This design comes from an exercise in tuning for small area on the open sky130 flow, not from production work.
In this exercise RTL edits were held to simulation tests only and were not proved equivalent to the original.

Setup of the reference run:
==> flow/design.v (excerpt) <==
module sprite_compositor #(
  parameter int unsigned         NUM_OBJ  = 4,
  parameter int unsigned         COORD_W  = 10,
  parameter int unsigned         COLOR_W  = 24,
  parameter logic [COLOR_W-1:0]  BG_COLOR = '0
) (
  input  logic                         clk_i,
  input  logic                         reset_i,
  input  logic [COORD_W-1:0]           pixel_x_i,
  input  logic [COORD_W-1:0]           pixel_y_i,
  input  logic                         display_enable_i,
  input  logic                         frame_start_i,
  input  logic                         color_mode_i,
  input  logic [NUM_OBJ*COORD_W-1:0]   obj_x_i,
  input  logic [NUM_OBJ*COORD_W-1:0]   obj_y_i,
  input  logic [NUM_OBJ*COORD_W-1:0]   obj_w_i,
  input  logic [NUM_OBJ*COORD_W-1:0]   obj_h_i,
  input  logic [NUM_OBJ-1:0]           obj_circle_i,
  input  logic [NUM_OBJ*COLOR_W-1:0]   obj_color_i,
  input  logic [NUM_OBJ-1:0]           obj_en_i,
  output logic [COLOR_W-1:0]           rgb_o,
  output logic                         rgb_valid_o,
  output logic [NUM_OBJ-1:0]           hit_o,
  output logic [NUM_OBJ-1:0]           overlap_flags_o
);
Size in the first run: ~370 flip-flops, roughly 35000 um2 of cells after synthesis.
Settings: LEC_CHECK=0, CAP_MARGIN=20, CORE_MARGIN=2, CORE_UTILIZATION=40, SLEW_MARGIN=20; clock period 9.0 ns.
standard.sh (not shown) runs the stock make flow with config.mk's settings and CLKGATE_MAP_FILE= SYNTH_SCRIPT=/design/flow/synth_recipe.tcl, a recipe that flattens the netlist after the stock synthesis.
==> flow/flow/run.sh <==
#!/bin/bash
# Standard layout, unchanged.
set -e
bash standard.sh > standard.log 2>&1
Input-level comparison between the trial run and the reference run:
==> flow/run.sh (new file) <==
#!/bin/bash
# synth_recipe.tcl (not shown) runs the flow's synth.tcl, then flattens the netlist and writes it again
# the make line also repeats each setting of config.mk as NAME=value (left out here)
make -C /OpenROAD-flow-scripts/flow DESIGN_CONFIG=/design/flow/config.mk WORK_HOME=/design/flow/orfs CLKGATE_MAP_FILE= SYNTH_SCRIPT=/design/flow/synth_recipe.tcl finish
removed: flow/flow/run.sh
removed: flow/standard.sh
[summary]
Number of filler instances in the final layout: the reference run vs the trial run — no meaningful difference. Summary of the trial run over the reference run: synthesized-area fraction occupied by adder cells comparable; routed wire length comparable. The reference run -> the trial run: multi-input combinational gate total delta 0, exact match. Compared with the reference run, in the trial run number of instances in the placed design saw little to no change, number of buffers inserted by hold repair at cts comparable.

========
middle:
Another version of the RTL of sprite_compositor (not shown whole).
For scale: ~2900 cells after synthesis, ~370 flip-flops, ~33000 µm² of cells after synthesis.
==> flow/design.v (excerpt) <==
module sprite_compositor #(
  parameter int unsigned         NUM_OBJ  = 4,
  parameter int unsigned         COORD_W  = 10,
  parameter int unsigned         COLOR_W  = 24,
  parameter logic [COLOR_W-1:0]  BG_COLOR = '0
) (
  input  logic                         clk_i,
  input  logic                         reset_i,
  input  logic [COORD_W-1:0]           pixel_x_i,
  input  logic [COORD_W-1:0]           pixel_y_i,
  input  logic                         display_enable_i,
  input  logic                         frame_start_i,
  input  logic                         color_mode_i,
  input  logic [NUM_OBJ*COORD_W-1:0]   obj_x_i,
  input  logic [NUM_OBJ*COORD_W-1:0]   obj_y_i,
  input  logic [NUM_OBJ*COORD_W-1:0]   obj_w_i,
  input  logic [NUM_OBJ*COORD_W-1:0]   obj_h_i,
  input  logic [NUM_OBJ-1:0]           obj_circle_i,
  input  logic [NUM_OBJ*COLOR_W-1:0]   obj_color_i,
  input  logic [NUM_OBJ-1:0]           obj_en_i,
  ...
==> flow/config.mk <==
export PLATFORM = sky130hd
export DESIGN_NAME = sprite_compositor
export DESIGN_NICKNAME = sprite_compositor
export VERILOG_FILES = /design/flow/design.v
export SDC_FILE = /design/flow/constraint.sdc
export NUM_CORES = 4
export LEC_CHECK = 0
export CAP_MARGIN = 20
export CORE_MARGIN = 2
export CORE_UTILIZATION = 65
export CTS_CLUSTER_DIAMETER = 100
export CTS_CLUSTER_SIZE = 24
export GPL_TIMING_DRIVEN = 0
export PLACE_DENSITY = 0.75
export SETUP_SLACK_MARGIN = 0.1
export SLEW_MARGIN = 20
export SYNTH_HIERARCHICAL = 1
export SYNTH_MINIMUM_KEEP_SIZE = 0
==> flow/constraint.sdc <==
create_clock -name core_clock -period 9.0 [get_ports {clk_i}]
set_input_delay 1.8000 -clock core_clock [delete_from_list [all_inputs] [get_ports {clk_i}]]
set_output_delay 1.8000 -clock core_clock [all_outputs]
set_load 0.01 [all_outputs]
==> flow/flow/run.sh <==
#!/bin/bash
# The standard layout, with plain buf_1 cells as the port buffers
# (instead of the default choice, clkdlybuf4s50_1).
set -euo pipefail
export BUFFER_PORTS_ARGS="-buffer_cell sky130_fd_sc_hd__buf_1"
bash standard.sh > standard.log 2>&1
diff inputs: middle => south
# middle
export LEC_CHECK = 0
export CAP_MARGIN = 20
export CORE_MARGIN = 2
export CORE_UTILIZATION = 65
export CTS_CLUSTER_DIAMETER = 100
export CTS_CLUSTER_SIZE = 24
export GPL_TIMING_DRIVEN = 0
export PLACE_DENSITY = 0.75
export SETUP_SLACK_MARGIN = 0.1
export SLEW_MARGIN = 20
export SYNTH_HIERARCHICAL = 1
export SYNTH_MINIMUM_KEEP_SIZE = 0
create_clock -name core_clock -period 9.0 [get_ports {clk_i}]
# south
export LEC_CHECK = 0
export CAP_MARGIN = 20
export CORE_MARGIN = 2
export CORE_UTILIZATION = 75
export CTS_CLUSTER_DIAMETER = 100
export CTS_CLUSTER_SIZE = 24
export GPL_TIMING_DRIVEN = 0
export PLACE_DENSITY = 0.82
export SETUP_SLACK_MARGIN = 0.1
export SLEW_MARGIN = 20
export SYNTH_HIERARCHICAL = 1
export SYNTH_MINIMUM_KEEP_SIZE = 0
create_clock -name core_clock -period 9.0 [get_ports {clk_i}]
Notes after the runs:
NOTE: non-clock buffer count in south exceeds that of middle
Diff middle -> south | area of the multi-input gates | increase of about 0.7%
The minimum clock period after layout of south was inferior to that of middle.
middle → south: wire length after detailed routing +8100 µm.

static timing again, ports no longer ideal:
The flow's constraints put no driver on any port. The routed layouts listed below were extracted and timed again, unchanged, in two steps.
Step 1, drivers: a clkbuf_16 drives clk_i and a buf_2 each remaining input, both assumed.
Step 2 times the ports against the registers' clock, not the clock port: input delays grow and output delays shrink by t, the midpoint of the rising clock arrivals with the driver on.
Three values: ideal ports, drivers, drivers and shift; two values: the first two.
run	shift t [ns]	slack for setup (ns)	worst slew at a driven data input, ns
the reference run	0.640	0.170 / 0.203 / -0.437	0.16
the trial run	0.640	0.170 / 0.203 / -0.437	0.16
middle	0.635	0.313 / 0.351 / -0.284	0.12
south	0.645	0.186 / 0.223 / -0.422	0.18
With both steps, setup timing fails in every run listed, where it was met with ideal ports. For south, which loses most, drivers alone change the setup slack by +0.037 ns; drivers and shift together by -0.608 ns.
